This design comes from an exercise in tuning for small area, a short achievable clock period and few clock cycles on the open sky130 flow, not from production work. In this exercise RTL edits were held to simulation tests only and were not proved equivalent to the original. Power and IR drop assume default switching activity.

==> flow/config.mk <==
export PLATFORM = sky130hd
export DESIGN_NAME = line_edit_buffer
export DESIGN_NICKNAME = line_edit_buffer
export VERILOG_FILES = /design/flow/design.v
export SDC_FILE = /design/flow/constraint.sdc
export NUM_CORES = 4
export LEC_CHECK = 0
export CAP_MARGIN = 20
export CORE_MARGIN = 2
export CORE_UTILIZATION = 35
export CTS_CLUSTER_SIZE = 20
export SETUP_SLACK_MARGIN = 2.7
export SLEW_MARGIN = 20
export SYNTH_HIERARCHICAL = 1
==> flow/constraint.sdc <==
create_clock -name core_clock -period 5.0 [get_ports {i_clk}]
set_input_delay 1.0000 -clock core_clock [delete_from_list [all_inputs] [get_ports {i_clk}]]
set_output_delay 1.0000 -clock core_clock [all_outputs]
set_load 0.01 [all_outputs]
==> flow/design.v <==
package lineb_pkg;
    localparam int MIN_COL   = 2;
    localparam int MAX_COL   = 66;
    localparam int TAB_WIDTH = 5;
    localparam int LINE_CAP  = 64;
    localparam logic [7:0] SPACE_CHAR = 8'h20;
    localparam logic [3:0] KIND_INS   = 4'd0;
    localparam logic [3:0] KIND_BS    = 4'd1;
    localparam logic [3:0] KIND_DEL   = 4'd2;
    localparam logic [3:0] KIND_TAB   = 4'd3;
    localparam logic [3:0] KIND_LEFT  = 4'd4;
    localparam logic [3:0] KIND_RIGHT = 4'd5;
    localparam logic [3:0] KIND_HOME  = 4'd6;
    localparam logic [3:0] KIND_END   = 4'd7;
    localparam logic [3:0] KIND_ENTER = 4'd8;
endpackage
module lineb_cell (
    input  logic       i_clk,
    input  logic       i_sel_hold,  
    input  logic       i_sel_l1,    
    input  logic       i_sel_l5,    
    input  logic       i_sel_r1,    
    input  logic       i_sel_bus,   
    input  logic [7:0] i_left1,
    input  logic [7:0] i_left5,
    input  logic [7:0] i_right1,
    input  logic [7:0] i_bus,
    output logic [7:0] o_next,
    output logic [7:0] o_data
);
    logic [7:0] r_data;
    for (genvar b = 0; b < 8; b++) begin : g_bit
        lineb_bit u_bit (
            .i_sel_hold (i_sel_hold),
            .i_sel_l1   (i_sel_l1),
            .i_sel_l5   (i_sel_l5),
            .i_sel_r1   (i_sel_r1),
            .i_sel_bus  (i_sel_bus),
            .i_self     (r_data[b]),
            .i_left1    (i_left1[b]),
            .i_left5    (i_left5[b]),
            .i_right1   (i_right1[b]),
            .i_bus      (i_bus[b]),
            .o_next     (o_next[b])
        );
    end
    always_ff @(posedge i_clk) begin
        r_data <= o_next;
    end
    assign o_data = r_data;
endmodule
module lineb_bit (
    input  logic i_sel_hold,
    input  logic i_sel_l1,
    input  logic i_sel_l5,
    input  logic i_sel_r1,
    input  logic i_sel_bus,
    input  logic i_self,
    input  logic i_left1,
    input  logic i_left5,
    input  logic i_right1,
    input  logic i_bus,
    output logic o_next
);
    assign o_next = (i_sel_hold && i_self) || (i_sel_l1 && i_left1) || (i_sel_l5 && i_left5)
                 || (i_sel_r1 && i_right1) || (i_sel_bus && i_bus);
endmodule
module lineb_sel (
    input  logic i_ge,        
    input  logic i_ge1,       
    input  logic i_ge5,       
    input  logic i_op_ins,
    input  logic i_op_tab,
    input  logic i_op_rm,
    input  logic i_op_shl,
    output logic o_sel_hold,
    output logic o_sel_l1,
    output logic o_sel_l5,
    output logic o_sel_r1,
    output logic o_sel_bus
);
    assign o_sel_l1   = i_op_ins && i_ge;
    assign o_sel_l5   = i_op_tab && i_ge;
    assign o_sel_r1   = (i_op_rm && i_ge) || i_op_shl;
    assign o_sel_bus  = !i_ge && ((i_op_ins && i_ge1) || (i_op_tab && i_ge5));
    assign o_sel_hold = !(o_sel_l1 || o_sel_l5 || o_sel_r1 || o_sel_bus);
endmodule
module line_edit_buffer (
    input  logic               i_clk,
    input  logic               i_rst_n,
    input  logic               i_cmd_valid,
    output logic               o_cmd_ready,
    input  logic [3:0]         i_cmd_kind,
    input  logic [7:0]         i_cmd_char_in,
    output logic               o_res_valid,
    input  logic               i_res_ready,
    output logic               o_res_accepted,
    output logic [6:0]         o_res_cursor_col,
    output logic [6:0]         o_res_line_length,
    output logic [15:0]        o_res_line_number,
    output logic               o_res_char_valid,
    output logic [7:0]         o_res_char_out,
    output logic               o_res_last
);
    localparam int CAP = lineb_pkg::LINE_CAP;
    localparam int NK = 9;
    logic          r_a_v, b_v, r_rdy, n_a_v, n_b_v;
    logic [NK-1:0] r_a_k, a_k_in;
    logic [3:0]    r_b_kind, a_kind_in;
    logic [7:0]    r_a_ch, r_b_ch;
    logic          take_in;
    logic          fire;        
    assign b_v         = !r_rdy;
    assign o_cmd_ready = r_rdy;
    assign take_in     = i_cmd_valid && r_rdy;
    always_comb begin
        n_a_v = r_a_v;
        n_b_v = b_v;
        if (!r_a_v || fire) begin
            n_a_v = b_v || take_in;
            n_b_v = 1'b0;
        end else if (take_in) begin
            n_b_v = 1'b1;
        end
    end
    assign a_kind_in = b_v ? r_b_kind : i_cmd_kind;
    for (genvar k = 0; k < NK; k++) begin : g_kdec
        assign a_k_in[k] = (a_kind_in == 4'(k));
    end
    always_ff @(posedge i_clk) begin
        if (!i_rst_n) begin
            r_a_v <= 1'b0;
            r_rdy <= 1'b1;
        end else begin
            r_a_v <= n_a_v;
            r_rdy <= !n_b_v;
        end
    end
    always_ff @(posedge i_clk) begin
        if (!r_a_v || fire) begin
            r_a_k  <= a_k_in;
            r_a_ch <= b_v ? r_b_ch : i_cmd_char_in;
        end
        if (r_rdy) begin
            r_b_kind <= i_cmd_kind;
            r_b_ch   <= i_cmd_char_in;
        end
    end
    logic k_ins, k_bs, k_del, k_tab, k_left, k_right, k_home, k_end, k_enter;
    assign k_ins   = r_a_k[lineb_pkg::KIND_INS];
    assign k_bs    = r_a_k[lineb_pkg::KIND_BS];
    assign k_del   = r_a_k[lineb_pkg::KIND_DEL];
    assign k_tab   = r_a_k[lineb_pkg::KIND_TAB];
    assign k_left  = r_a_k[lineb_pkg::KIND_LEFT];
    assign k_right = r_a_k[lineb_pkg::KIND_RIGHT];
    assign k_home  = r_a_k[lineb_pkg::KIND_HOME];
    assign k_end   = r_a_k[lineb_pkg::KIND_END];
    assign k_enter = r_a_k[lineb_pkg::KIND_ENTER];
    logic [6:0]  r_col, r_len;
    logic [15:0] r_lines;
    logic [6:0]  r_dcnt;           
    logic        r_drain;          
    logic        r_rv, r_acc, r_cv, r_last;
    logic [7:0]  r_char;
    logic        r_home, r_end;
    logic [7:0]  r_p_lt;
    logic [6:0]  r_p_le;
    logic        r_op_ins, r_op_tab, r_op_rm, r_op_shl;
    logic [7:0]  r_bus;
    logic        r_c0_r1, r_c0_bus;
    logic        out_free, dfire;
    logic        ok_ins, ok_bs, ok_del, ok_tab, ok_left, ok_right;
    logic        col_up1, col_dn1, is_rm, enter_chars;
    logic        col_is3, col_end1, len_zero;
    logic [6:0]  col_p1, col_m1, col_p5, len_p1, len_m1, len_p5, len_p2;
    logic [6:0]  n_col, n_len;
    logic        n_home, n_end, acc;
    logic [7:0]  n_p_lt, len_lt;
    logic [6:0]  n_p_le, len_le;
    logic [7:0]  lt_up1, lt_dn1;
    logic [6:0]  le_up1, le_dn1;
    logic [7:0]  lt_up5;
    logic [6:0]  le_up5;
    logic [7:0]  cell0_next;
    assign out_free = !r_rv || i_res_ready;
    assign fire     = r_a_v && out_free && !r_drain;
    assign dfire    = r_drain && out_free;
    assign col_is3  = (r_col == 7'd3);
    assign col_end1 = (r_col == r_len + 7'd1);
    assign len_zero = (r_len == 7'd0);
    assign ok_ins   = k_ins && !r_len[6];
    assign ok_bs    = k_bs && !r_home;
    assign ok_del   = k_del && !r_end;
    assign ok_tab   = k_tab && (r_len <= 7'd59);
    assign ok_left  = k_left && !r_home;
    assign ok_right = k_right && !r_end;
    assign col_up1  = ok_ins || ok_right;
    assign col_dn1  = ok_bs || ok_left;
    assign is_rm    = ok_bs || ok_del;
    assign enter_chars = k_enter && !len_zero;
    assign acc      = ok_ins || ok_bs || ok_del || ok_tab || ok_left || ok_right
                   || (k_home && !r_home) || (k_end && !r_end) || k_enter;
    assign col_p1 = r_col + 7'd1;
    assign col_m1 = r_col - 7'd1;
    assign col_p5 = r_col + 7'd5;
    assign len_p1 = r_len + 7'd1;
    assign len_m1 = r_len - 7'd1;
    assign len_p5 = r_len + 7'd5;
    assign len_p2 = r_len + 7'd2;
    assign n_col = ({7{col_up1}} & col_p1)
                 | ({7{col_dn1}} & col_m1)
                 | ({7{ok_tab}}  & col_p5)
                 | ({7{k_home || k_enter}} & 7'd2)
                 | ({7{k_end}}   & len_p2)
                 | ({7{!(col_up1 || col_dn1 || ok_tab || k_home || k_enter || k_end)}} & r_col);
    assign n_len = ({7{ok_ins}} & len_p1)
                 | ({7{is_rm}}  & len_m1)
                 | ({7{ok_tab}} & len_p5)
                 | ({7{!(ok_ins || is_rm || ok_tab || k_enter)}} & r_len);
    always_comb begin
        n_home = r_home;
        n_end  = r_end;
        if (ok_ins || ok_tab || ok_right) n_home = 1'b0;
        if (col_dn1)                      n_home = col_is3;
        if (k_home || k_enter)            n_home = 1'b1;
        if (k_end)                        n_home = len_zero;
        if (ok_left)                      n_end  = 1'b0;
        if (ok_del || ok_right)           n_end  = col_end1;
        if (k_end || k_enter)             n_end  = 1'b1;
        if (k_home)                       n_end  = len_zero;
    end
    assign lt_up1 = r_p_le[6] ? r_p_lt : {r_p_lt[6:0], 1'b0};
    assign le_up1 = r_p_le[6] ? {r_p_le[5:0], 1'b0} : 7'h7f;
    assign lt_dn1 = r_p_le[0] ? {1'b1, r_p_lt[7:1]} : r_p_lt;
    assign le_dn1 = r_p_le[0] ? 7'h00 : {1'b1, r_p_le[6:1]};
    assign lt_up5 = r_p_le[2] ? r_p_lt : {r_p_lt[6:0], 1'b0};
    assign le_up5 = r_p_le[2] ? {r_p_le[1:0], 5'b0} : {3'b111, r_p_le[6:3]};
    for (genvar a = 1; a <= 8; a++) begin : g_llt
        assign len_lt[a-1] = (r_len[6:3] < 4'(a));
    end
    for (genvar b = 0; b <= 6; b++) begin : g_lle
        assign len_le[b] = (r_len[2:0] <= 3'(b));
    end
    assign n_p_lt = ({8{col_up1}} & lt_up1)
                  | ({8{col_dn1}} & lt_dn1)
                  | ({8{ok_tab}}  & lt_up5)
                  | ({8{k_home || k_enter}})
                  | ({8{k_end}}   & len_lt)
                  | ({8{!(col_up1 || col_dn1 || ok_tab || k_home || k_enter || k_end)}} & r_p_lt);
    assign n_p_le = ({7{col_up1}} & le_up1)
                  | ({7{col_dn1}} & le_dn1)
                  | ({7{ok_tab}}  & le_up5)
                  | ({7{k_home || k_enter}})
                  | ({7{k_end}}   & len_le)
                  | ({7{!(col_up1 || col_dn1 || ok_tab || k_home || k_enter || k_end)}} & r_p_le);
    always_ff @(posedge i_clk) begin
        if (!i_rst_n) begin
            r_col    <= 7'd2;
            r_len    <= 7'd0;
            r_home   <= 1'b1;
            r_end    <= 1'b1;
            r_p_lt   <= '1;
            r_p_le   <= '1;
            r_lines  <= 16'd0;
            r_dcnt   <= 7'd0;
            r_drain  <= 1'b0;
            r_rv     <= 1'b0;
            r_op_ins <= 1'b0;
            r_op_tab <= 1'b0;
            r_op_rm  <= 1'b0;
            r_op_shl <= 1'b0;
            r_c0_r1  <= 1'b0;
            r_c0_bus <= 1'b0;
        end else begin
            r_op_ins <= fire && ok_ins;
            r_op_tab <= fire && ok_tab;
            r_op_rm  <= fire && is_rm;
            r_op_shl <= dfire || (fire && enter_chars);
            r_c0_r1  <= dfire || (fire && (enter_chars || (is_rm && n_home)));
            r_c0_bus <= fire && (ok_ins || ok_tab) && r_home;
            if (fire) begin
                r_col  <= n_col;
                r_len  <= n_len;
                r_home <= n_home;
                r_end  <= n_end;
                r_p_lt <= n_p_lt;
                r_p_le <= n_p_le;
                if (k_enter) begin
                    r_lines <= r_lines + 16'd1;
                    r_dcnt  <= len_m1;
                    r_drain <= (r_len > 7'd1);
                end
            end else if (dfire) begin
                r_dcnt  <= r_dcnt - 7'd1;
                r_drain <= (r_dcnt != 7'd1);
            end
            if (fire || dfire) begin
                r_rv <= 1'b1;
            end else if (i_res_ready) begin
                r_rv <= 1'b0;
            end
        end
    end
    always_ff @(posedge i_clk) begin
        if (fire) begin
            r_acc  <= acc;
            r_cv   <= enter_chars;
            r_last <= !k_enter || (r_len <= 7'd1);
            r_char <= enter_chars ? cell0_next : 8'd0;
            r_bus  <= k_tab ? lineb_pkg::SPACE_CHAR : r_a_ch;
        end else if (dfire) begin
            r_acc  <= 1'b1;
            r_cv   <= 1'b1;
            r_last <= (r_dcnt == 7'd1);
            r_char <= cell0_next;
        end
    end
    logic [CAP+5:0] ge;
    logic [9:0]     p_lt;
    logic [7:0]     p_le;
    logic [7:0]     cell_q    [CAP];
    logic [7:0]     cell_next [CAP];
    assign p_lt = {1'b1, r_p_lt, 1'b0};
    assign p_le = {1'b1, r_p_le};
    for (genvar g = 0; g < CAP + 6; g++) begin : g_ge
        if (g >= CAP) begin : g_hi
            assign ge[g] = 1'b1;
        end else begin : g_dec
            assign ge[g] = p_lt[g/8] || (p_lt[g/8+1] && p_le[g%8]);
        end
    end
    for (genvar g = 0; g < CAP; g++) begin : g_cell
        logic [7:0] l1, l5, r1;
        logic       s_hold, s_l1, s_l5, s_r1, s_bus;
        if (g >= 1) begin : g_l1
            assign l1 = cell_q[g-1];
        end else begin : g_l1z
            assign l1 = 8'd0;
        end
        if (g >= 5) begin : g_l5
            assign l5 = cell_q[g-5];
        end else begin : g_l5z
            assign l5 = 8'd0;
        end
        if (g < CAP - 1) begin : g_r1
            assign r1 = cell_q[g+1];
        end else begin : g_r1z
            assign r1 = 8'd0;
        end
        lineb_sel u_sel (
            .i_ge       (ge[g]),
            .i_ge1      (ge[g+1]),
            .i_ge5      (ge[g+5]),
            .i_op_ins   (r_op_ins),
            .i_op_tab   (r_op_tab),
            .i_op_rm    (r_op_rm),
            .i_op_shl   (r_op_shl),
            .o_sel_hold (s_hold),
            .o_sel_l1   (s_l1),
            .o_sel_l5   (s_l5),
            .o_sel_r1   (s_r1),
            .o_sel_bus  (s_bus)
        );
        lineb_cell u_cell (
            .i_clk      (i_clk),
            .i_sel_hold (s_hold),
            .i_sel_l1   (s_l1),
            .i_sel_l5   (s_l5),
            .i_sel_r1   (s_r1),
            .i_sel_bus  (s_bus),
            .i_left1    (l1),
            .i_left5    (l5),
            .i_right1   (r1),
            .i_bus      (r_bus),
            .o_next     (cell_next[g]),
            .o_data     (cell_q[g])
        );
    end
    assign cell0_next = r_c0_r1 ? cell_q[1] : (r_c0_bus ? r_bus : cell_q[0]);
    assign o_res_valid       = r_rv;
    assign o_res_accepted    = r_acc;
    assign o_res_cursor_col  = r_col;
    assign o_res_line_length = r_len;
    assign o_res_line_number = r_lines;
    assign o_res_char_valid  = r_cv;
    assign o_res_char_out    = r_char;
    assign o_res_last        = r_last;
endmodule
==> flow/flow/run.sh <==
#!/bin/bash
# The standard layout (standard.sh), with one change: the input and output ports are
# buffered with buf_2 cells. The default pick, clkdlybuf4s50_1, is a slow delay cell, and
# the platform's footprint-matched resizing cannot swap it for a faster buffer later.
# The whole make output goes to run_standard.log here; ORFS keeps each step's log under orfs/logs.
set -euo pipefail
export BUFFER_PORTS_ARGS="-buffer_cell sky130_fd_sc_hd__buf_2"
bash standard.sh > run_standard.log 2>&1
==> flow/standard.sh <==
#!/bin/bash
# synth_recipe.tcl (not shown) runs the flow's synth.tcl, then flattens the netlist and writes it again
# the make line also repeats each setting of config.mk as NAME=value (left out here)
make -C /OpenROAD-flow-scripts/flow DESIGN_CONFIG=/design/flow/config.mk WORK_HOME=/design/flow/orfs CLKGATE_MAP_FILE= SYNTH_SCRIPT=/design/flow/synth_recipe.tcl "${@:-finish}"
==> results.ini, run 1 <==
[clocking]
clock_latency_ps=630
cts.sinks=624
path_clk_slew_ps=70
cts_tree=built
clockBufferDepth=3
root_buffer=clkbuf_16
h-tree-depth=3
cts_inserted_buffers=71

[worst_setup_path]
crit_slowest_cell=dfxtp_4
cp_slowest_stage_delay_ps=430
cp_max_fo=9
critPathCaptureType=primary output
path_buf_inv=1
cp-start-kind=flip-flop
crit_family=flip-flops
path_class=reg -> out
cp.required_ps=4000
cp_data_arrival_time_ps=1290
crit_chain=buf_2

[placed_design]
place_area_sq_um=33100
dpl.cell_count=4606
port_buffers=58
pre_cts_slack_ps=1850
dp_hpwl_um=85200
place_congestion=0.940

[cells_and_area]
fin_area_sq_um=36100
fin_cells=4770
drive_gt1_frac=0.126
final_cell_mix=a22oi_1 (582), nand2_1 (573), dfxtp_1 (555)
utilization=0.408
final_common_cell=a22oi_1
nets=3578
antenna_cells=0
nFillCells=8841
synthToLayoutAreaGrowth_pct=15.4

[timing]
rsz0062_at_grt=no
fmax_mhz=437
fin_tns_setup_ps=0
setup_ws_ps=2710
final_max_slew_viol_count=0
hold_viol=0
worst_slew_pin_slew_ps=856
relSlewSlack=0.427
timing.final.crit_period_ps=2290
finalSetupViolations=0
hold_slack_ps=474
clock_skew_ps=21.4
fin_crit_sh=0.457

[die]
die_h_um=303
fp-row-count=109
dieArea_sq_um=91700
core-area_sq_um=88400
io_pins=59
start_util=0.354
chipWidth_um=303

[drt]
vias_per_cell=6.68
first_pass_iters=13
drt-wirelength-per-cell_um=24.8
vias=31900
drc_errors=0
postRouteAntennaNets=0
drt_first_iter_violations=5822
wirelength_um=118000

[grt]
gr-usage-all-layers=0.248
antenna_found_initial=0
grt_pass1_wl_um=182000
grt_pass1_vias=30000
grt_max_degree=83
grt.overflow.total=0

[synthesis]
async_flop_share=0
syn_inst=3364
avgSynthCellArea_sq_um=9.29
yosysSeqAreaShare=0.411
syn_area_sq_um=31200
ys_dominant_reg_cell=dfxtp_1
ys_types=76
synth_edf_count=36
yosysWarnings=10
synth_seq_cells=624

[power_and_ir_drop]
finalPower_mw=19.3
p_per_area_nw_per_um2=536
power.leakage_nw=14.7
max-vdd-ir-drop_uv=312

[hold_path]
hp-class=reg -> reg

[run_status]
status=timing/DRC/antenna clean

[job]
maxCapViolCount=0

==> logic make-up after synthesis <==
logic type / count (synthesis) / synth area share
AO/OA/AOI/OAI: 1504 / 0.393
XOR/XNOR: 38 / 0.0107
adder cells (fa/ha/maj): 16 / 0.00641
buffers and inverters: 161 / 0.0209
flip-flops: 624 / 0.411
multiplexers: 39 / 0.0129
other: 2 / 0.000240
AND/OR/NAND/NOR: 980 / 0.144
==> routing by layer <==
metal / up-vias / wire length (um) / global-route usage
met3: 235 / 10200 / 0.0327
met4: 0 / 3270 / 0.0856
met5: - / 0 / 0
li1: 14400 / - / -
met1: 15600 / 50000 / 0.340
met2: 1667 / 54900 / 0.403
==> sequential cells by signal (all words and copies together), names as in the netlist, 4 cells and up <==
name                  cells
r_char                    8
g_cell.u_cell.r_data    512
r_dcnt                    7
r_col                     7
r_p_lt                    8
r_lines                  16
r_a_k                     9
r_b_ch                    8
r_len                     7
r_a_ch                    8
r_bus                     8
r_b_kind                  4
r_p_le                    7
==> Yosys stat by module (local to each module, per instance) <==
| module | flip-flops and latches | copies in the design | area, sq um | cells inside |
|---|---|---|---|---|
| lineb_sel | 0 | 64 | 50.0 | 8 |
| line_edit_buffer | 112 | 1 | 6900 | 804 |
| lineb_cell | 8 | 64 | 160 | 8 |
| lineb_bit | 0 | 512 | 21.3 | 3 |
==> synth_stat cells, types with 9 or more instances <==
library cell,instances,area (sq um)
edfxtp_1,36,1080
o21ai_1,10,50.1
nand2_1,578,2170
ha_1,16,200
mux2i_1,30,300
buf_2,15,75.1
clkbuf_1,46,173
nand3_1,29,145
xnor2_1,24,210
a222oi_1,512,5120
a21oi_1,117,586
nor2_1,135,507
nand2b_1,11,68.8
xor2_1,14,123
inv_1,88,330
o21ai_0,95,475
o211a_1,64,641
a22oi_1,582,4370
mux2_2,9,101
nand4_1,9,56.3
and2_2,128,961
dfxtp_1,588,11800
nor3_1,21,105
a21o_1,45,338
or2_2,9,56.3
nor2b_1,16,100
==> worst paths after layout <==
| kind | depth (start not counted) | slack [ps] | startpoint | end |
|---|---|---|---|---|
| hold reg to reg | 1 | 470 | r_b_ch[4]$_DFF_P_ | r_b_ch[4]$_DFF_P_ |
| setup / recovery | 1 | 2710 | r_col[5]$_SDFFE_PN0P_ | o_res_cursor_col[5] |
| hold / removal | 1 | 470 | r_b_ch[4]$_DFF_P_ | r_b_ch[4]$_DFF_P_ |
| setup reg to reg | 6 | 2820 | r_p_le[6]$_SDFFE_PN1P_ | g_cell[21].u_cell.r_data[0]$_DFF_P_ |
==> what timing repair did <==
item                                    in CTS  in global routing
pin swaps                                    2                  4
hold buffers                                 0                  0
buffers inserted                            13                 17
gates cloned                                 1                  0
gates resized for setup                     54                 30
endpoints found under the setup margin     543                429
==> layout make-up <==
cell class / count / area (sq um) / share of cell area
Clock inverter: 32 / 343 / 0.00951
Tap cell: 1165 / 1460 / 0.0404
Inverter: 90 / 350 / 0.00971
Multi-Input combinational cell: 2640 / 18000 / 0.500
Clock buffer: 100 / 2070 / 0.0573
Sequential cell: 624 / 12900 / 0.359
Timing Repair Buffer: 119 / 862 / 0.0239
==> power by group <==
group          switching [mW]  total, mW  internal (mW)
sequential               2.86       9.86           7.00
combinational            1.95       4.06           2.11
clock                    2.26       5.42           3.17
==> worst reg2reg max path, cell delays in order (launching register included) <==
cell	delay [ps]
dfxtp_2	410
buf_8	230
a21o_1	340
a22oi_1	190
o211a_1	340
a222oi_1	450
nand2_1	80
Testbench counts, summed over its fixed seeds: cycles 21,059.
==> inputs of run 2 (changes only) <==
--- a/flow/design.v
+++ b/flow/design.v
@@ -68,9 +68,10 @@
 module lineb_sel (
-    input  logic i_ge,        
-    input  logic i_ge1,       
-    input  logic i_ge5,       
-    input  logic i_op_ins,
-    input  logic i_op_tab,
-    input  logic i_op_rm,
-    input  logic i_op_shl,
+    input  logic i_nge,       
+    input  logic i_nge1,      
+    input  logic i_nge5,      
+    input  logic i_nop_ins,
+    input  logic i_nop_tab,
+    input  logic i_nop_rm,
+    input  logic i_nop_shl,
+    input  logic i_nop_any,   
     output logic o_sel_hold,
@@ -81,7 +82,9 @@
 );
-    assign o_sel_l1   = i_op_ins && i_ge;
-    assign o_sel_l5   = i_op_tab && i_ge;
-    assign o_sel_r1   = (i_op_rm && i_ge) || i_op_shl;
-    assign o_sel_bus  = !i_ge && ((i_op_ins && i_ge1) || (i_op_tab && i_ge5));
-    assign o_sel_hold = !(o_sel_l1 || o_sel_l5 || o_sel_r1 || o_sel_bus);
+    logic gap_end;    
+    assign gap_end    = !(i_nop_ins || i_nge1) || !(i_nop_tab || i_nge5);
+    assign o_sel_l1   = !(i_nop_ins || i_nge);
+    assign o_sel_l5   = !(i_nop_tab || i_nge);
+    assign o_sel_r1   = !(i_nop_shl && (i_nop_rm || i_nge));
+    assign o_sel_bus  = i_nge && gap_end;
+    assign o_sel_hold = i_nop_shl && (i_nge ? !gap_end : i_nop_any);
 endmodule
@@ -167,3 +170,4 @@
     logic [6:0]  r_p_le;
-    logic        r_op_ins, r_op_tab, r_op_rm, r_op_shl;
+    logic        r_nop_ins, r_nop_tab, r_nop_rm, r_nop_shl;    
+    logic        r_nop_any;    
     logic [7:0]  r_bus;
@@ -266,7 +270,8 @@
             r_drain  <= 1'b0;
-            r_rv     <= 1'b0;
-            r_op_ins <= 1'b0;
-            r_op_tab <= 1'b0;
-            r_op_rm  <= 1'b0;
-            r_op_shl <= 1'b0;
+            r_rv      <= 1'b0;
+            r_nop_ins <= 1'b1;
+            r_nop_tab <= 1'b1;
+            r_nop_rm  <= 1'b1;
+            r_nop_shl <= 1'b1;
+            r_nop_any <= 1'b1;
             r_c0_r1  <= 1'b0;
@@ -274,6 +279,7 @@
         end else begin
-            r_op_ins <= fire && ok_ins;
-            r_op_tab <= fire && ok_tab;
-            r_op_rm  <= fire && is_rm;
-            r_op_shl <= dfire || (fire && enter_chars);
+            r_nop_ins <= !(fire && ok_ins);
+            r_nop_tab <= !(fire && ok_tab);
+            r_nop_rm  <= !(fire && is_rm);
+            r_nop_shl <= !(dfire || (fire && enter_chars));
+            r_nop_any <= !(fire && (ok_ins || ok_tab || is_rm));
             r_c0_r1  <= dfire || (fire && (enter_chars || (is_rm && n_home)));
@@ -317,3 +323,3 @@
     end
-    logic [CAP+5:0] ge;
+    logic [CAP+5:0] nge;
     logic [9:0]     p_lt;
@@ -326,5 +332,5 @@
         if (g >= CAP) begin : g_hi
-            assign ge[g] = 1'b1;
+            assign nge[g] = 1'b0;
         end else begin : g_dec
-            assign ge[g] = p_lt[g/8] || (p_lt[g/8+1] && p_le[g%8]);
+            assign nge[g] = !(p_lt[g/8] || (p_lt[g/8+1] && p_le[g%8]));
         end
@@ -350,9 +356,10 @@
         lineb_sel u_sel (
-            .i_ge       (ge[g]),
-            .i_ge1      (ge[g+1]),
-            .i_ge5      (ge[g+5]),
-            .i_op_ins   (r_op_ins),
-            .i_op_tab   (r_op_tab),
-            .i_op_rm    (r_op_rm),
-            .i_op_shl   (r_op_shl),
+            .i_nge      (nge[g]),
+            .i_nge1     (nge[g+1]),
+            .i_nge5     (nge[g+5]),
+            .i_nop_ins  (r_nop_ins),
+            .i_nop_tab  (r_nop_tab),
+            .i_nop_rm   (r_nop_rm),
+            .i_nop_shl  (r_nop_shl),
+            .i_nop_any  (r_nop_any),
             .o_sel_hold (s_hold),
--- a/flow/config.mk
+++ b/flow/config.mk
@@ -9,5 +9,4 @@
 export CORE_MARGIN = 2
-export CORE_UTILIZATION = 35
-export CTS_CLUSTER_SIZE = 20
-export SETUP_SLACK_MARGIN = 2.7
+export CORE_UTILIZATION = 40
+export SETUP_SLACK_MARGIN = 2.65
 export SLEW_MARGIN = 20
==> run 2 against run 1 <==
  * Largest power group unchanged
  * Final area down 2.9%
  * Hold slack better by 0.99 ps
  * Maximum frequency down 1.1%
  * Setup slack worse by 25 ps
  * Clock skew up 3.6 ps
  * Count of clock-buffer cells in the layout up 5
  * Critical path depth up 4
==> results.ini, run 2 <==
[run_status]
status=timing/DRC/antenna clean

[cells_and_area]
largest_reg_flops=512
drive_gt1_frac=0.108
synthToLayoutAreaGrowth_pct=16.0
final_common_cell=nand2_1
reg_top3=g_cell.u_cell.r_data: 512 flops, r_lines: 16 flops, r_a_k: 9 flops
fin_cells=4497
antenna_cells=0
fin_area_sq_um=35000
nets=3506
nFillCells=7258
final_cell_mix=nand2_1 (574), dfxtp_1 (558), a22oi_1 (516)
top_register=g_cell.u_cell.r_data

[die]
chipWidth_um=279
io_pins=59
die_h_um=279
core-area_sq_um=74600
dieArea_sq_um=77600
fp-row-count=100
start_util=0.404

[timing]
hold_viol=0
finalSetupViolations=0
fin_tns_setup_ps=0
fin_crit_sh=0.462
timing.final.crit_period_ps=2310
relSlewSlack=0.261
hold_slack_ps=475
clock_skew_ps=25.0
fmax_mhz=433
rsz0062_at_grt=yes
worst_slew_pin_slew_ps=1100
final_max_slew_viol_count=0

[drt]
vias_per_cell=7.08
wirelength_um=119000
postRouteAntennaNets=0
drc_errors=0
drt-wirelength-per-cell_um=26.5
drt_first_iter_violations=6620
first_pass_iters=12
vias=31900

[power_and_ir_drop]
pwr-share-comb=0.187
swShare=0.357
pwr-share-seq=0.510
max-vdd-ir-drop_uv=327
p_per_area_nw_per_um2=524
p_switching_mw=6.54
finalPower_mw=18.3
internal_power_mw=11.8
power.leakage_nw=14.3
clock_power_share=0.304

[synthesis]
yosysSeqAreaShare=0.427
synth_edf_count=36
ys_top_cells_by_count=dfxtp_1 (589), nand2_1 (577), a22oi_1 (516)
async_flop_share=0
ys_types=71
yosys.area_share.simple=0.137
syn_inst=3308
syn_area_sq_um=30200
yosysWarnings=10
ys_dominant_reg_cell=dfxtp_1
synth_fa_ha_area_frac=0.00664
avgSynthCellArea_sq_um=9.12
yosysTopAreaCell=dfxtp_1
synth_xor_area_frac=0.0102
netlist_top_cells_area=dfxtp_1 (39%), a222oi_1 (17%), a22oi_1 (13%)
yosys.area.top_type_share=0.391
synth_compound_area_frac=0.392
synth_seq_cells=625
synthMuxAreaShare=0.0150
synth.most_common_cell=dfxtp_1
synth_top_family_by_area=compound AO/OA/AOI/OAI gates

[placed_design]
port_buffers=58
dpl.cell_count=4353
place_congestion=0.925
dp_hpwl_um=83900
place_area_sq_um=31900

[clocking]
cts_hold_buf=0
clockBufferDepth=3
h-tree-depth=3
cts_tree=built
clock_latency_ps=630
cts.sinks=625
path_clk_slew_ps=70
cts_inserted_buffers=72
root_buffer=clkbuf_16

[grt]
use_met3=0.0516
grt_most_used_layer=met2
grt_pass1_vias=29700
grt_use_met1=0.402
grt_max_degree=73
antenna_found_initial=0
grt.overflow.total=0
grt_pass1_wl_um=181000
gr-usage-all-layers=0.294
use_met2=0.477

[worst_setup_path]
cp-start-kind=flip-flop
cp_data_arrival_time_ps=2870
cp.required_ps=5560
cp_max_fo=72
path_class=reg -> reg
critPathCaptureType=flip-flop

[job]
maxCapViolCount=0

[hold_path]
hp-class=reg -> reg

-- run 2: cells by family (layout without fill, tap and decap cells) --
logic type                 Yosys count  in the layout
AOI/OAI and AO/OA                 1511           1511
xor gates and xnor gates            35             35
adders and majority gates           16             16
buffers and inverters               97            256
DFF                                625            625
muxes                               44             44
other                                1             62
and+or+nand+nor                    979            979
-- run 2: Yosys stat by module, one instance, submodules excluded --
module / cells inside / cell area (sq um) / flip-flops and latches / times used
lineb_cell: 8 / 160 / 8 / 64
lineb_sel: 7 / 35.0 / 0 / 64
line_edit_buffer: 812 / 6780 / 113 / 1
lineb_bit: 3 / 21.3 / 0 / 512
-- run 2: timing repair --
action,in CTS,in global routing
cloned,0,1
gates resized for setup,76,109
setup buffers,6,9
setup endpoints to repair,556,498
pin swaps,1,0
-- run 2: per-layer routing --
metal | share of wire | up-vias | wire (um)
met2 | 0.46 | 1990 | 55000
met4 | 0.025 | 0 | 2960
li1 | - | 14300 | -
met5 | 0 | - | 0
met1 | 0.41 | 15400 | 49100
met3 | 0.10 | 233 | 12300
-- run 2: layout make-up --
cell class / count / area, sq um / share of cell area
multi-input combinational: 2647 / 17500 / 0.501
sequential: 625 / 13000 / 0.370
clock buffer: 105 / 2190 / 0.0626
tap: 969 / 1210 / 0.0346
timing repair buffer: 102 / 726 / 0.0207
clock inverter: 23 / 287 / 0.00819
inverter: 25 / 110 / 0.00315
timing repair inverter: 1 / 5.00 / 0.000143
-- run 2: final timing paths --
check | startpoint | end | slack [ps] | cells after the start
max | r_nop_ins$_SDFF_PN1_ | g_cell[63].u_cell.r_data[2]$_DFF_P_ | 2690 | 5
min reg2reg | r_b_ch[2]$_DFF_P_ | r_b_ch[2]$_DFF_P_ | 480 | 1
max reg2reg | r_nop_ins$_SDFF_PN1_ | g_cell[63].u_cell.r_data[2]$_DFF_P_ | 2690 | 5
min | r_b_ch[2]$_DFF_P_ | r_b_ch[2]$_DFF_P_ | 480 | 1
-- run 2: power groups by stage --
stage               sequential (mW)  combinational (mW)  clock (mW)
floorplan                      8.09                2.67           0
global placement               9.32                3.25           0
detailed placement             9.30                3.30           0
CTS                            9.20                3.34        5.63
global route                   9.44                3.82        5.82
finish                         9.35                3.42        5.57
-- run 2: critical path, cell delays in order, from the launching register on --
cell and delay, ps:
dfxtp_4 660, buf_12 360, o22ai_1 170, a21oi_1 650, a222oi_1 250, nand2_1 130
-- run 2: per-stage QoR --
| stage | utilization | setup slack (ps) |
|---|---|---|
| after floorplan | - | 2650 |
| after global placement | 0.427 | 1780 |
| after detailed placement | 0.427 | 1750 |
| after CTS | 0.464 | 2650 |
| after global routing | 0.469 | 2590 |
| final | 0.469 | 2690 |
Testbench counts of run 2, summed over its fixed seeds: cycles 21,059.
==> inputs of run 3 (changes only) <==
--- a/flow/design.v
+++ b/flow/design.v
@@ -259,14 +259,39 @@
                   | ({7{!(col_up1 || col_dn1 || ok_tab || k_home || k_enter || k_end)}} & r_p_le);
+    logic r_rst;
+    always_ff @(posedge i_clk) begin
+        r_rst <= !i_rst_n;
+    end
     always_ff @(posedge i_clk) begin
         if (!i_rst_n) begin
-            r_col    <= 7'd2;
-            r_len    <= 7'd0;
-            r_home   <= 1'b1;
-            r_end    <= 1'b1;
-            r_p_lt   <= '1;
-            r_p_le   <= '1;
-            r_lines  <= 16'd0;
-            r_dcnt   <= 7'd0;
-            r_drain  <= 1'b0;
-            r_rv      <= 1'b0;
+            r_drain <= 1'b0;
+            r_rv    <= 1'b0;
+        end else begin
+            if (fire && k_enter) begin
+                r_drain <= (r_len > 7'd1);
+            end else if (dfire) begin
+                r_drain <= (r_dcnt != 7'd1);
+            end
+            if (fire || dfire) begin
+                r_rv <= 1'b1;
+            end else if (i_res_ready) begin
+                r_rv <= 1'b0;
+            end
+        end
+    end
+    always_ff @(posedge i_clk) begin
+        if (fire && k_enter) begin
+            r_dcnt <= len_m1;
+        end else if (dfire) begin
+            r_dcnt <= r_dcnt - 7'd1;
+        end
+    end
+    always_ff @(posedge i_clk) begin
+        if (r_rst) begin
+            r_col     <= 7'd2;
+            r_len     <= 7'd0;
+            r_home    <= 1'b1;
+            r_end     <= 1'b1;
+            r_p_lt    <= '1;
+            r_p_le    <= '1;
+            r_lines   <= 16'd0;
             r_nop_ins <= 1'b1;
@@ -276,4 +301,4 @@
             r_nop_any <= 1'b1;
-            r_c0_r1  <= 1'b0;
-            r_c0_bus <= 1'b0;
+            r_c0_r1   <= 1'b0;
+            r_c0_bus  <= 1'b0;
         end else begin
@@ -284,4 +309,4 @@
             r_nop_any <= !(fire && (ok_ins || ok_tab || is_rm));
-            r_c0_r1  <= dfire || (fire && (enter_chars || (is_rm && n_home)));
-            r_c0_bus <= fire && (ok_ins || ok_tab) && r_home;
+            r_c0_r1   <= dfire || (fire && (enter_chars || (is_rm && n_home)));
+            r_c0_bus  <= fire && (ok_ins || ok_tab) && r_home;
             if (fire) begin
@@ -295,13 +320,3 @@
                     r_lines <= r_lines + 16'd1;
-                    r_dcnt  <= len_m1;
-                    r_drain <= (r_len > 7'd1);
                 end
-            end else if (dfire) begin
-                r_dcnt  <= r_dcnt - 7'd1;
-                r_drain <= (r_dcnt != 7'd1);
-            end
-            if (fire || dfire) begin
-                r_rv <= 1'b1;
-            end else if (i_res_ready) begin
-                r_rv <= 1'b0;
             end
--- a/flow/config.mk
+++ b/flow/config.mk
@@ -9,4 +9,4 @@
 export CORE_MARGIN = 2
-export CORE_UTILIZATION = 40
-export SETUP_SLACK_MARGIN = 2.65
+export CORE_UTILIZATION = 35
+export SETUP_SLACK_MARGIN = 2.75
 export SLEW_MARGIN = 20
==> run 3 against run 2 <==
  * Wire length increased by 0.54%
  * Clock skew increased by 11 ps
  * Final cell count is 3.4% higher
  * Hold slack got worse by 0.93 ps
  * Critical path depth shrank 4
  * Die area is 14% higher
  * Count of clock-buffer cells in the layout grew 3
  * Global-route usage down 3.7 points
  * Area after synthesis is 0.34% lower
  * First-iteration DRC count is 9.4% lower
  * Maximum frequency rose by 3.6%
  * Register-to-register slack gained 130 ps
==> results.ini, run 3 <==
[die]
start_util=0.353
fp-row-count=107
chipWidth_um=297
core-area_sq_um=85100
io_pins=59
die_h_um=297
dieArea_sq_um=88200

[worst_setup_path]
cp_data_arrival_time_ps=1230
cp.depth=1
crit_slowest_cell=dfxtp_4
cp-start-kind=flip-flop
worstRegToRegCells=5
rr_startpoint=r_p_le[5]$_SDFFE_PP1P_
r2r_slack_ps=2820
path_buf_inv=1
cp_slowest_stage_delay_ps=390
critPathCaptureType=primary output
path_class=reg -> out
regToRegEndpoint=g_cell[4].u_cell.r_data[6]$_DFF_P_
startpoint=r_len[2]$_SDFFE_PP0P_
cp-endpoint=o_res_line_length[2]
cp_max_fo=4
cp.required_ps=4000
crit_family=flip-flops
crit_chain=buf_2

[cells_and_area]
largest_reg_flops=512
multi_input_area_sq_um=17400
drive_gt1_frac=0.120
top_register=g_cell.u_cell.r_data
fin_area_sq_um=35200
nFillCells=8602
final_cell_mix=nand2_1 (575), dfxtp_1 (543), a22oi_1 (516)
layout.area.seq_sq_um=13100
synthToLayoutAreaGrowth_pct=17.2
final_common_cell=nand2_1
fin_cells=4648
reg_top3=g_cell.u_cell.r_data: 512 flops, r_lines: 16 flops, r_a_k: 9 flops
nets=3481

[drt]
postRouteAntennaNets=0
first_pass_iters=10
vias=31600
drc_errors=0
vias_per_cell=6.80
wirelength_um=120000
drt_first_iter_violations=5995
drt-wirelength-per-cell_um=25.8

[synthesis]
yosysSeqAreaShare=0.431
yosysTopAreaCell=dfxtp_1
async_flop_share=0
ys_top_cells_by_count=dfxtp_1 (583), nand2_1 (578), a22oi_1 (517)
syn_area_sq_um=30100
syn_inst=3258
netlist_top_cells_area=dfxtp_1 (39%), a222oi_1 (17%), a22oi_1 (13%)
synth_seq_cells=626
yosys.area.top_type_share=0.388
avgSynthCellArea_sq_um=9.23
ys_types=76
synth.most_common_cell=dfxtp_1
ys_dominant_reg_cell=dfxtp_1
yosysWarnings=10
synth_edf_count=43

[grt]
grt.overflow.total=0
antenna_found_initial=1
grt_pass1_wl_um=182000
grt_max_degree=66
gr-usage-all-layers=0.257
grt_pass1_vias=29600

[timing]
relSlewSlack=0.284
timing.final.crit_period_ps=2230
clock_skew_ps=36.2
hold_viol=0
finalSetupViolations=0
fin_crit_sh=0.446
final_max_slew_viol_count=0
rsz0062_at_grt=yes
fmax_mhz=448
fin_tns_setup_ps=0
worst_slew_pin_slew_ps=1060

[run_status]
status=timing/DRC/antenna clean

[clocking]
clock_latency_ps=640
clockBufferDepth=3
root_buffer=clkbuf_16
cts_inserted_buffers=70
cts_hold_buf=0
h-tree-depth=3
path_clk_slew_ps=70
cts.sinks=626
cts_tree=built

[placed_design]
dp_hpwl_um=84100
place_congestion=0.920
port_buffers=58
dpl.cell_count=4485
place_area_sq_um=32000

[job]
maxCapViolCount=0

[hold_path]
hp-class=reg -> reg

[power_and_ir_drop]
power.leakage_nw=14.1
max-vdd-ir-drop_uv=291
p_per_area_nw_per_um2=557

## run 3: cell count changes in the layout (fill, tap and decap cells not counted), moves of 12 or more
cell	change
a21oi_1	-23
a21oi_2	+15
buf_4	+27
dfxtp_1	-15
mux2i_1	-13
nor2_1	-20
xor2_1	+12
## run 3: per-layer routing
metal | up-vias | global-route usage | part of all wire
met3 | 273 | 0.0408 | 0.10
met4 | 0 | 0.0897 | 0.029
met2 | 1969 | 0.409 | 0.46
met1 | 15200 | 0.353 | 0.41
met5 | - | 0 | 0
li1 | 14100 | - | -
## run 3: through the flow
step,setup slack [ps],hold WS (ps),total power [mW],util
global route,2720,488,20.5,0.414
floorplan,2770,429,11.9,-
detailed placement,2000,462,14.1,0.376
global placement,2030,454,14.1,0.376
finish,2770,474,19.6,0.414
CTS,2660,476,19.4,0.409
## run 3: cell type report
| type | count | area share |
|---|---|---|
| Multi-Input combinational cell | 2602 | 0.494 |
| Sequential cell | 626 | 0.371 |
| Clock buffer | 108 | 0.0601 |
| Tap cell | 1144 | 0.0406 |
| Timing Repair Buffer | 122 | 0.0259 |
| Clock inverter | 18 | 0.00462 |
| Inverter | 27 | 0.00306 |
| Antenna cell | 1 | 0.0000711 |
## run 3: repair_timing
item	in CTS	in global routing
endpoints found under the setup margin	563	470
buffers inserted	25	9
resized for setup	130	104
pin swaps	2	2
## run 3: power by group
part           total, mW  internal [mW]  switching [mW]
registers           10.0           7.04            2.97
clock network       5.22           3.02            2.20
logic               4.40           2.19            2.21
total               19.6           12.2            7.38
## run 3: worst min-delay path by stage
stage	start	end	slack (ps)	cells after the start
2_1_floorplan	r_a_v$_SDFFE_PN0P_	r_rdy$_SDFF_PN1_	430	1
3_3_place_gp	r_b_ch[7]$_DFF_P_	r_b_ch[7]$_DFF_P_	450	1
3_5_place_dp	r_b_ch[7]$_DFF_P_	r_b_ch[7]$_DFF_P_	460	1
4_1_cts	r_b_ch[7]$_DFF_P_	r_b_ch[7]$_DFF_P_	480	1
5_1_grt	r_b_ch[0]$_DFF_P_	r_b_ch[0]$_DFF_P_	490	1
6_report	r_b_ch[0]$_DFF_P_	r_b_ch[0]$_DFF_P_	470	1
## run 3: Yosys stat by module (local to each module, per instance)
| module | flops+latches | area (sq um) | times used |
|---|---|---|---|
| lineb_sel | 0 | 35.0 | 64 |
| line_edit_buffer | 114 | 6670 | 1 |
| lineb_cell | 8 | 160 | 64 |
| lineb_bit | 0 | 21.3 | 512 |
## run 3: logic make-up after synthesis
kind of cell    Yosys count  share of synthesized area
flops                   626                      0.431
simple gates            941                      0.132
xor+xnor                 41                     0.0119
mux                      35                     0.0122
buf+inv                  91                     0.0123
fa+ha+maj                16                    0.00666
other cells               1                   0.000125
compound gates         1507                      0.394
Testbench counts of run 3, summed over its fixed seeds: cycles 21,059.
==> inputs of run 4 (changes only) <==
==> flow/flow/run.sh (replaced) <==
#!/bin/bash
# The standard layout (standard.sh), with two changes:
# - the input and output ports are buffered with buf_2 cells. The default pick,
#   clkdlybuf4s50_1, is a slow delay cell, and the platform's footprint-matched resizing
#   cannot swap it for a faster buffer later.
# - clock tree synthesis clusters up to 20 sinks within 80 um per leaf buffer and adds no
#   dummy loads: about half the clock buffers of the default, with the same insertion delay
#   and flip-flop clock slews near 90 ps.
# The whole make output goes to run_standard.log here; ORFS keeps each step's log under orfs/logs.
set -euo pipefail
export BUFFER_PORTS_ARGS="-buffer_cell sky130_fd_sc_hd__buf_2"
export CTS_ARGS="-sink_clustering_enable -repair_clock_nets -sink_clustering_size 20 -sink_clustering_max_diameter 80 -dont_use_dummy_load"
bash standard.sh > run_standard.log 2>&1
--- a/flow/config.mk
+++ b/flow/config.mk
@@ -10,3 +10,3 @@
 export CORE_UTILIZATION = 35
-export SETUP_SLACK_MARGIN = 2.75
+export SETUP_SLACK_MARGIN = 2.7
 export SLEW_MARGIN = 20
==> run 4 against run 3 <==
  * Still clean
  * Maximum frequency decreased by 2.8%
  * Die area unchanged
  * Combinational power decreased by 2%
  * Sequential power about the same
  * Utilization decreased by 1.8 points
  * Wire length increased by 0.63%
  * Setup slack got worse by 64 ps
  * Non-clock buffer count decreased by 13
  * Largest power group unchanged
==> results.ini, run 4 <==
[clocking]
clock_latency_ps=610
clockBufferDepth=3
path_clk_slew_ps=90
cts_inserted_buffers=40
cts_tree=built
cts.sinks=626
h-tree-depth=2
root_buffer=clkbuf_16

[cells_and_area]
final_common_cell=nand2_1
synthToLayoutAreaGrowth_pct=12.0
final_cell_mix=nand2_1 (575), dfxtp_1 (550), a22oi_1 (517)
antenna_cells=0
drive_gt1_frac=0.0899
top_register=g_cell.u_cell.r_data
reg_top3=g_cell.u_cell.r_data: 512 flops, r_lines: 16 flops, r_a_k: 9 flops
nets=3438
largest_reg_flops=512

[placed_design]
port_buffers=58
place_congestion=0.947
dp_hpwl_um=84600

[worst_setup_path]
rr_startpoint=r_nop_shl$_SDFF_PP1_
regToRegEndpoint=g_cell[41].u_cell.r_data[3]$_DFF_P_
cp-start-kind=flip-flop
critPathCaptureType=primary output
cp.required_ps=4000
crit_chain=buf_2
path_class=reg -> out
cp_max_fo=7
path_buf_inv=1
worstRegToRegCells=4
cp_slowest_stage_delay_ps=470
cp_data_arrival_time_ps=1300
crit_family=flip-flops
r2r_slack_ps=2740
cp.depth=1
crit_slowest_cell=dfxtp_1

[grt]
gr-usage-all-layers=0.256
antenna_found_initial=0
grt_max_degree=67
grt_pass1_wl_um=182000
grt_pass1_vias=29700
grt.overflow.total=0

[drt]
wirelength_um=121000
drt-wirelength-per-cell_um=26.5
postRouteAntennaNets=0
drt_first_iter_violations=6149
drc_errors=0
vias_per_cell=6.97
first_pass_iters=13
vias=31700

[timing]
finalSetupViolations=0
relSlewSlack=0.266
fin_crit_sh=0.459
fmax_mhz=436
hold_viol=0
timing.final.crit_period_ps=2300
worst_slew_pin_slew_ps=1090
hold_slack_ps=471
rsz0062_at_grt=yes
final_max_slew_viol_count=0
fin_tns_setup_ps=0
clock_skew_ps=40.6

[hold_path]
hold_end=g_cell[62].u_cell.r_data[0]$_DFF_P_
hp-start=g_cell[63].u_cell.r_data[0]$_DFF_P_
hp-class=reg -> reg
worst_hold_path.num_cells=2

[die]
chipWidth_um=297
fp-row-count=107
die_h_um=297
io_pins=59
dieArea_sq_um=88200
core-area_sq_um=85100
start_util=0.353

[synthesis]
ys_types=76
yosysTopAreaCell=dfxtp_1
avgSynthCellArea_sq_um=9.23
synth_seq_cells=626
ys_dominant_reg_cell=dfxtp_1
ys_top_cells_by_count=dfxtp_1 (583), nand2_1 (578), a22oi_1 (517)
async_flop_share=0
synth.most_common_cell=dfxtp_1
syn_area_sq_um=30100
synth_edf_count=43
syn_inst=3258
netlist_top_cells_area=dfxtp_1 (39%), a222oi_1 (17%), a22oi_1 (13%)
yosysWarnings=10
yosysSeqAreaShare=0.431
yosys.area.top_type_share=0.388

[power_and_ir_drop]
internal_power_mw=10.6
p_per_area_nw_per_um2=525
clock_power_share=0.180
swShare=0.399
pwr-share-comb=0.245
pwr-share-seq=0.575
p_switching_mw=7.06
max-vdd-ir-drop_uv=255
power.leakage_nw=13.4

[job]
maxCapViolCount=0

[run_status]
status=timing/DRC/antenna clean

run 4: cell counts after synthesis:
Identical to the previous run, type by type.
run 4: final cells by class:
class | count | area [sq um]
sequential | 626 | 13100
timing repair buffer | 109 | 776
multi-input combinational | 2602 | 17300
inverter | 27 | 104
tap | 1144 | 1430
clock buffer | 40 | 1000
fill | 8734 | 51500
run 4: worst max path at each step:
stage / startpoint / slack, ps / end
4_1_cts: r_nop_any$_SDFF_PP1_ / 2700 / g_cell[52].u_cell.r_data[1]$_DFF_P_
3_5_place_dp: i_res_ready / 2110 / r_p_lt[3]$_SDFFE_PP1P_
2_1_floorplan: i_res_ready / 2710 / r_dcnt[0]$_DFFE_PP_
3_3_place_gp: i_res_ready / 2110 / r_p_lt[3]$_SDFFE_PP1P_
5_1_grt: r_p_lt[3]$_SDFFE_PP1P_ / 2650 / g_cell[28].u_cell.r_data[5]$_DFF_P_
6_report: r_col[6]$_SDFFE_PP0P_ / 2700 / o_res_cursor_col[6]
run 4: routing by layer:
| layer | GRT usage | part of all wire | vias to the layer above |
|---|---|---|---|
| met5 | 0 | 0 | - |
| met4 | 0.0861 | 0.028 | 0 |
| met3 | 0.0335 | 0.11 | 252 |
| met2 | 0.410 | 0.46 | 2084 |
| met1 | 0.356 | 0.41 | 15300 |
| li1 | - | - | 14000 |
run 4: power groups by stage:
| stage | clock network [mW] | logic [mW] | registers, mW |
|---|---|---|---|
| 6_report | 3.18 | 4.32 | 10.2 |
| 5_1_grt | 3.38 | 4.79 | 10.3 |
| 4_1_cts | 3.23 | 4.19 | 9.97 |
| 3_3_place_gp | 0 | 4.04 | 10.1 |
| 3_5_place_dp | 0 | 4.10 | 10.1 |
| 2_1_floorplan | 0 | 3.33 | 8.59 |
run 4: metrics by stage:
stage | worst slack [ps] | std cells | cell area (sq um) | util | power, mW
2_1_floorplan | 2710 | 3319 | 30300 | - | 11.9
3_3_place_gp | 2110 | 4486 | 32000 | 0.376 | 14.2
3_5_place_dp | 2110 | 4486 | 32000 | 0.376 | 14.2
4_1_cts | 2700 | 4541 | 33300 | 0.392 | 17.4
5_1_grt | 2650 | 4548 | 33700 | 0.396 | 18.4
6_report | 2700 | 4548 | 33700 | 0.396 | 17.7
run 4: timing repair:
item                       4_1_cts  5_1_grt
hold buffers                     0        0
buffers inserted                15        7
setup endpoints to repair      541      441
resized for setup               97       79
pin swaps                        1        1
gates cloned                     0        0
run 4: per-module statistics from Yosys, one instance, submodules excluded:
module	area, sq um	flip-flops and latches	cells inside
line_edit_buffer	6670	114	762
lineb_sel	35.0	0	7
lineb_bit	21.3	0	3
lineb_cell	160	8	8
run 4: logic make-up (layout without fill, tap and decap cells):
group	after synthesis	count (layout)	share of synthesized area
simple gates	941	941	0.132
fa+ha+maj	16	16	0.00666
compound gates	1507	1507	0.394
buf+inv	91	176	0.0123
mux	35	35	0.0122
other cells	1	62	0.000125
flops	626	626	0.431
xor+xnor	41	41	0.0119
==> inputs of run 5 (changes only) <==
--- a/flow/config.mk
+++ b/flow/config.mk
@@ -10,3 +10,3 @@
 export CORE_UTILIZATION = 35
-export SETUP_SLACK_MARGIN = 2.7
+export SETUP_SLACK_MARGIN = 2.8
 export SLEW_MARGIN = 20
==> run 5 against run 4 <==
  * Clock skew decreased by 1.2 ps
  * Clock power about the same
  * Hold slack improved by 10 ps
  * Utilization increased by 0.39 points
  * Sequential share of layout area decreased by 0.23 points
  * Total power decreased by 0.38%
  * Flip-flop and latch count unchanged
  * Critical path depth increased by 4
  * Sequential power about the same
  * Maximum frequency increased by 4.6%
  * Non-clock buffer count increased by 19
  * Wire length decreased by 1.1%
  * Largest power group unchanged
  * Highest routed layer unchanged
==> results.ini, run 5 <==
[run_status]
status=timing/DRC/antenna clean

[power_and_ir_drop]
swShare=0.396
pwr-share-comb=0.249
pwr-share-seq=0.569
p_switching_mw=6.96
p_per_area_nw_per_um2=518
internal_power_mw=10.6
power.leakage_nw=13.5
max-vdd-ir-drop_uv=208
clock_power_share=0.182

[synthesis]
yosysTopAreaCell=dfxtp_1
syn_area_sq_um=30100
yosys.area.top_type_share=0.388
avgSynthCellArea_sq_um=9.23
ys_types=76
synth.most_common_cell=dfxtp_1
ys_top_cells_by_count=dfxtp_1 (583), nand2_1 (578), a22oi_1 (517)
netlist_top_cells_area=dfxtp_1 (39%), a222oi_1 (17%), a22oi_1 (13%)
yosysSeqAreaShare=0.431
syn_inst=3258
synth_edf_count=43
async_flop_share=0
yosysWarnings=10
synth_seq_cells=626
ys_dominant_reg_cell=dfxtp_1

[die]
io_pins=59
start_util=0.353
dieArea_sq_um=88200
chipWidth_um=297
die_h_um=297
fp-row-count=107
core-area_sq_um=85100

[placed_design]
dpl.cell_count=4484
dp_hpwl_um=84400
port_buffers=58
place_congestion=0.919

[cells_and_area]
antenna_cells=0
largest_reg_flops=512
drive_gt1_frac=0.106
reg_top3=g_cell.u_cell.r_data: 512 flops, r_lines: 16 flops, r_a_k: 9 flops
final_common_cell=nand2_1
final_cell_mix=nand2_1 (574), dfxtp_1 (537), a22oi_1 (517)
synthToLayoutAreaGrowth_pct=13.2
nets=3457
fin_cells=4567
top_register=g_cell.u_cell.r_data

[worst_setup_path]
crit_family=compound AO/OA/AOI/OAI gates
cp-start-kind=flip-flop
critPathCaptureType=flip-flop
cp_max_fo=72
regToRegEndpoint=g_cell[60].u_cell.r_data[7]$_DFF_P_
crit_chain=buf_12 > o22ai_1 > a21oi_1 > a222oi_1 > nand2_1
cp.required_ps=5530
worstRegToRegCells=5
path_buf_inv=1
crit_slowest_cell=a21oi_1
path_class=reg -> reg
cp_data_arrival_time_ps=2730
rr_startpoint=r_nop_ins$_SDFF_PP1_
r2r_slack_ps=2810
cp_slowest_stage_delay_ps=660

[clocking]
clockBufferDepth=3
clock_latency_ps=610
cts.sinks=626
root_buffer=clkbuf_16
cts_tree=built
path_clk_slew_ps=80
cts_inserted_buffers=40
h-tree-depth=2

[drt]
drt_first_iter_violations=6252
vias_per_cell=6.91
first_pass_iters=12
drc_errors=0
vias=31500
postRouteAntennaNets=0
drt-wirelength-per-cell_um=26.1
wirelength_um=119000

[job]
maxCapViolCount=0

[timing]
hold_viol=0
fmax_mhz=456
rsz0062_at_grt=yes
final_max_slew_viol_count=0
timing.final.crit_period_ps=2190
relSlewSlack=0.278
fin_tns_setup_ps=0
clock_skew_ps=39.4
fin_crit_sh=0.439
worst_slew_pin_slew_ps=1070
finalSetupViolations=0

[grt]
grt_pass1_vias=29200
grt_pass1_wl_um=179000
antenna_found_initial=0
gr-usage-all-layers=0.253
grt.overflow.total=0
grt_max_degree=73

[hold_path]
hold_end=r_rdy$_SDFF_PN1_
worst_hold_path.num_cells=1
hp-class=reg -> reg
hp-start=r_a_v$_SDFFE_PN0P_

## run 5: final cells by class
cell class	count	area [sq um]
Multi-Input combinational cell	2602	17400
Inverter	27	106
Sequential cell	626	13100
Tap cell	1144	1430
Timing Repair Buffer	128	957
Fill cell	8721	51100
Clock buffer	40	1000
## run 5: kinds of logic after synthesis
group,Yosys count,share of synthesized area
simple gates,941,0.132
compound gates,1507,0.394
xor+xnor,41,0.0119
other cells,1,0.000125
flops,626,0.431
mux,35,0.0122
fa+ha+maj,16,0.00666
buf+inv,91,0.0123
## run 5: how the worst max path moves through the flow
stage	depth (start not counted)	endpoint	slack (ps)	startpoint
floorplan	9	r_col[5]$_SDFFE_PP0P_	2820	r_len[2]$_SDFFE_PP0P_
global placement	7	r_p_lt[3]$_SDFFE_PP1P_	2070	i_res_ready
detailed placement	7	r_p_lt[3]$_SDFFE_PP1P_	2050	i_res_ready
CTS	5	g_cell[43].u_cell.r_data[1]$_DFF_P_	2770	r_p_le[0]$_SDFFE_PP1P_
global route	7	r_p_lt[3]$_SDFFE_PP1P_	2780	i_res_ready
finish	5	g_cell[60].u_cell.r_data[7]$_DFF_P_	2810	r_nop_ins$_SDFF_PP1_
## run 5: through the flow
| stage | area, sq um | power [mW] | utilization | setup slack (ps) | hold slack [ps] |
|---|---|---|---|---|---|
| 6_report | 34000 | 17.6 | 0.399 | 2810 | 482 |
| 5_1_grt | 34000 | 18.4 | 0.399 | 2780 | 493 |
| 4_1_cts | 33600 | 17.4 | 0.395 | 2770 | 480 |
| 3_5_place_dp | 32000 | 14.1 | 0.376 | 2050 | 461 |
| 3_3_place_gp | 32000 | 14.0 | 0.376 | 2070 | 456 |
| 2_1_floorplan | 30300 | 11.9 | - | 2820 | 429 |
## run 5: per-module statistics from Yosys, one instance, submodules excluded
module            flops+latches  copies in the design  cells inside  area [sq um]
lineb_bit                     0                   512             3          21.3
lineb_cell                    8                    64             8           160
lineb_sel                     0                    64             7          35.0
line_edit_buffer            114                     1           762          6670
## run 5: power groups by stage
| stage | logic [mW] | clock network, mW | registers (mW) |
|---|---|---|---|
| 2_1_floorplan | 3.33 | 0 | 8.59 |
| 3_3_place_gp | 4.02 | 0 | 10.0 |
| 3_5_place_dp | 4.10 | 0 | 10.0 |
| 4_1_cts | 4.25 | 3.26 | 9.86 |
| 5_1_grt | 4.85 | 3.42 | 10.1 |
| 6_report | 4.38 | 3.20 | 10.0 |
## run 5: routing by layer
layer  global-route usage  wire length (um)
met2                0.414             55100
met4               0.0689              2860
met3               0.0352             11800
met5                    0                 0
met1                0.348             49600
## run 5: what timing repair did
action                     in CTS  in global routing
hold buffers                    0                  0
resized for setup             169                 84
setup endpoints to repair     566                489
pin swaps                       1                  3
buffers inserted               22                 20
cloned                          0                  0
==> inputs of run 6 (changes only) <==
--- a/flow/config.mk
+++ b/flow/config.mk
@@ -10,3 +10,3 @@
 export CORE_UTILIZATION = 35
-export SETUP_SLACK_MARGIN = 2.8
+export SETUP_SLACK_MARGIN = 2.95
 export SLEW_MARGIN = 20
==> run 6 against run 5 <==
  * Count of clock-buffer cells in the layout is 1 lower
  * Final cell count is 1.0% higher
  * Sequential power hardly changed
  * Clock skew is 7.0 ps lower
  * Die area stayed put
  * Critical path depth is 4 lower
  * Final area is 3.1% higher
  * Synthesized cell count stayed put
  * Clock power is 2% lower
  * Via count is 0.69% higher
  * Flip-flop and latch count stayed put
  * Non-clock buffer count is 47 higher
==> results.ini, run 6 <==
[grt]
grt.overflow.total=0
grt_pass1_wl_um=182000
gr-usage-all-layers=0.257
antenna_found_initial=0
grt_pass1_vias=29700
grt_max_degree=77

[timing]
timing.final.crit_period_ps=2190
fin_tns_setup_ps=0
finalSetupViolations=0
final_max_slew_viol_count=0
rsz0062_at_grt=yes
hold_slack_ps=481
relSlewSlack=0.301
fin_crit_sh=0.438
worst_slew_pin_slew_ps=1050
hold_viol=0
clock_skew_ps=32.5
fmax_mhz=456
setup_ws_ps=2810

[power_and_ir_drop]
max-vdd-ir-drop_uv=242
clock_power_share=0.177
swShare=0.397
pwr-share-seq=0.564
p_switching_mw=7.04
finalPower_mw=17.8
p_per_area_nw_per_um2=506
power.leakage_nw=13.9
internal_power_mw=10.7
pwr-share-comb=0.259

[worst_setup_path]
regToRegEndpoint=g_cell[2].u_cell.r_data[4]$_DFF_P_
critPathCaptureType=primary output
crit_chain=buf_2
crit_family=flip-flops
path_class=reg -> out
cp_data_arrival_time_ps=1190
crit_slowest_cell=edfxtp_1
cp.depth=1
cp_max_fo=1
cp_slowest_stage_delay_ps=430
rr_startpoint=r_p_le[3]$_SDFFE_PP1P_
r2r_slack_ps=2980
path_buf_inv=1
cp.required_ps=4000
worstRegToRegCells=5
cp-start-kind=flip-flop

[synthesis]
synth_fa_ha_area_frac=0.00666
synth_edf_count=43
synth.most_common_cell=dfxtp_1
syn_area_sq_um=30100
synth_top_family_by_area=compound AO/OA/AOI/OAI gates
yosysSeqAreaShare=0.431
netlist_top_cells_area=dfxtp_1 (39%), a222oi_1 (17%), a22oi_1 (13%)
yosys.area_share.simple=0.132
ys_dominant_reg_cell=dfxtp_1
avgSynthCellArea_sq_um=9.23
synthMuxAreaShare=0.0122
yosysWarnings=10
syn_inst=3258
yosysTopAreaCell=dfxtp_1
synth_compound_area_frac=0.394
synth_seq_cells=626
synth_xor_area_frac=0.0119
ys_types=76
yosys.area.top_type_share=0.388
async_flop_share=0
ys_top_cells_by_count=dfxtp_1 (583), nand2_1 (578), a22oi_1 (517)

[clocking]
root_buffer=clkbuf_16
cts_tree=built
clock_latency_ps=600
path_clk_slew_ps=80
h-tree-depth=2
cts_inserted_buffers=39
cts.sinks=626
clockBufferDepth=3

[drt]
drt-wirelength-per-cell_um=26.4
postRouteAntennaNets=0
wirelength_um=122000
drc_errors=0
drt_first_iter_violations=6621
first_pass_iters=12
vias_per_cell=6.89
vias=31800

[placed_design]
pre_cts_slack_ps=2380
port_buffers=58
dp_hpwl_um=83600
dpl.cell_count=4484
place_congestion=0.946

[cells_and_area]
final_common_cell=nand2_1
nFillCells=8539
antenna_cells=0
multi_input_area_sq_um=17800
final_cell_mix=nand2_1 (573), dfxtp_1 (531), a22oi_1 (516)
fin_cells=4613
layout.area.seq_sq_um=13100
top_register=g_cell.u_cell.r_data
synthToLayoutAreaGrowth_pct=16.7
nets=3503
drive_gt1_frac=0.129
reg_top3=g_cell.u_cell.r_data: 512 flops, r_lines: 16 flops, r_a_k: 9 flops
largest_reg_flops=512

[die]
die_h_um=297
fp-row-count=107
core-area_sq_um=85100
dieArea_sq_um=88200
chipWidth_um=297
start_util=0.353
io_pins=59

[hold_path]
hold_end=r_b_ch[5]$_DFF_P_
worst_hold_path.num_cells=1
hp-class=reg -> reg
hp-start=r_b_ch[5]$_DFF_P_

[run_status]
status=timing/DRC/antenna clean

[job]
maxCapViolCount=0

run 6: cell families after synthesis:
family                   after synthesis
AND/OR/NAND/NOR                      941
other                                  1
multiplexers                          35
buffers and inverters                 91
AO/OA/AOI/OAI                       1507
adder cells (fa/ha/maj)               16
XOR/XNOR                              41
flip-flops                           626
run 6: worst register-to-register path, cell delays in order (launching register included):
cell	delay, ps
dfxtp_4	570
nand2_1	300
o22ai_1	290
a21oi_2	180
a222oi_1	480
nand2_1	80
run 6: power by group through the flow:
stage,registers (mW),clock network [mW],logic (mW)
6_report,10.0,3.14,4.60
5_1_grt,10.2,3.37,5.07
4_1_cts,9.85,3.18,4.39
3_5_place_dp,10.0,0,4.12
3_3_place_gp,10.1,0,4.05
2_1_floorplan,8.59,0,3.33
run 6: final cells by class:
cell class / instances / area share
multi-input cells: 2602 / 0.508
inverters: 27 / 0.00339
well taps: 1144 / 0.0408
clock buffers: 39 / 0.0278
repair buffers: 175 / 0.0460
flip-flops and latches: 626 / 0.374
run 6: repair_timing:
item,in CTS,in global routing
gates resized for setup,273,114
endpoints found under the setup margin,600,528
pin swaps,8,10
setup buffers,55,33
hold buffers,0,0
gates cloned,0,1
run 6: modules after synthesis, one instance, submodules excluded:
module / cells / cell area, sq um / copies in the design
line_edit_buffer: 762 / 6670 / 1
lineb_bit: 3 / 21.3 / 512
lineb_cell: 8 / 160 / 64
lineb_sel: 7 / 35.0 / 64
run 6: worst max-delay path by stage:
| stage | startpoint | endpoint |
|---|---|---|
| 2_1_floorplan | i_res_ready | r_a_ch[0]$_DFFE_PP_ |
| 3_3_place_gp | r_nop_any$_SDFF_PP1_ | g_cell[42].u_cell.r_data[0]$_DFF_P_ |
| 3_5_place_dp | i_res_ready | r_p_lt[3]$_SDFFE_PP1P_ |
| 4_1_cts | r_p_le[2]$_SDFFE_PP1P_ | g_cell[13].u_cell.r_data[5]$_DFF_P_ |
| 5_1_grt | r_last$_DFFE_PP_ | o_res_last |
| 6_report | r_last$_DFFE_PP_ | o_res_last |
run 6: per-layer routing:
layer	GRT usage	part of all wire	up-vias
met4	0.0809	0.027	0
met2	0.413	0.46	2002
li1	-	-	14100
met1	0.351	0.41	15400
met3	0.0430	0.11	259
met5	0	0	-
run 6: stage by stage:
stage | util | area (sq um)
3_3_place_gp | 0.376 | 32000
3_5_place_dp | 0.376 | 32000
5_1_grt | 0.412 | 35100
4_1_cts | 0.402 | 34300
2_1_floorplan | - | 30400
6_report | 0.412 | 35100

[static timing again, ports no longer ideal]
In the flow no input, the clock included, has a driving cell. The finished layouts below were timed again as built, in two steps.
Step 1: set_driving_cell puts a clkbuf_16 on i_clk and a buf_2 on each other input, an assumption about the parent block.
Step 2 also shifts input and output timing later by t, the mid clock arrival at the registers, as if the neighbouring blocks saw the same clock.
a / b / c = no drivers / after step 1 / after step 2; a / b = the first two.
run | shift t [ns] | slack for setup (ns) | slew at the worst register clock pin (ns)
run 1 | 0.694 | 2.714 / 2.645 / 2.168 | 0.07 / 0.07
run 2 | 0.688 | 2.689 / 2.621 / 2.221 | 0.07 / 0.07
run 3 | 0.694 | 2.769 / 2.696 / 2.212 | 0.07 / 0.07
run 4 | 0.659 | 2.704 / 2.632 / 2.288 | 0.09 / 0.09
run 5 | 0.662 | 2.806 / 2.756 / 2.261 | 0.10 / 0.10
run 6 | 0.653 | 2.808 / 2.740 / 2.508 | 0.09 / 0.09
After both steps every run listed still meets setup and hold. For run 3, which loses most, drivers alone change the setup slack by -0.073 ns; drivers and shift together by -0.557 ns.
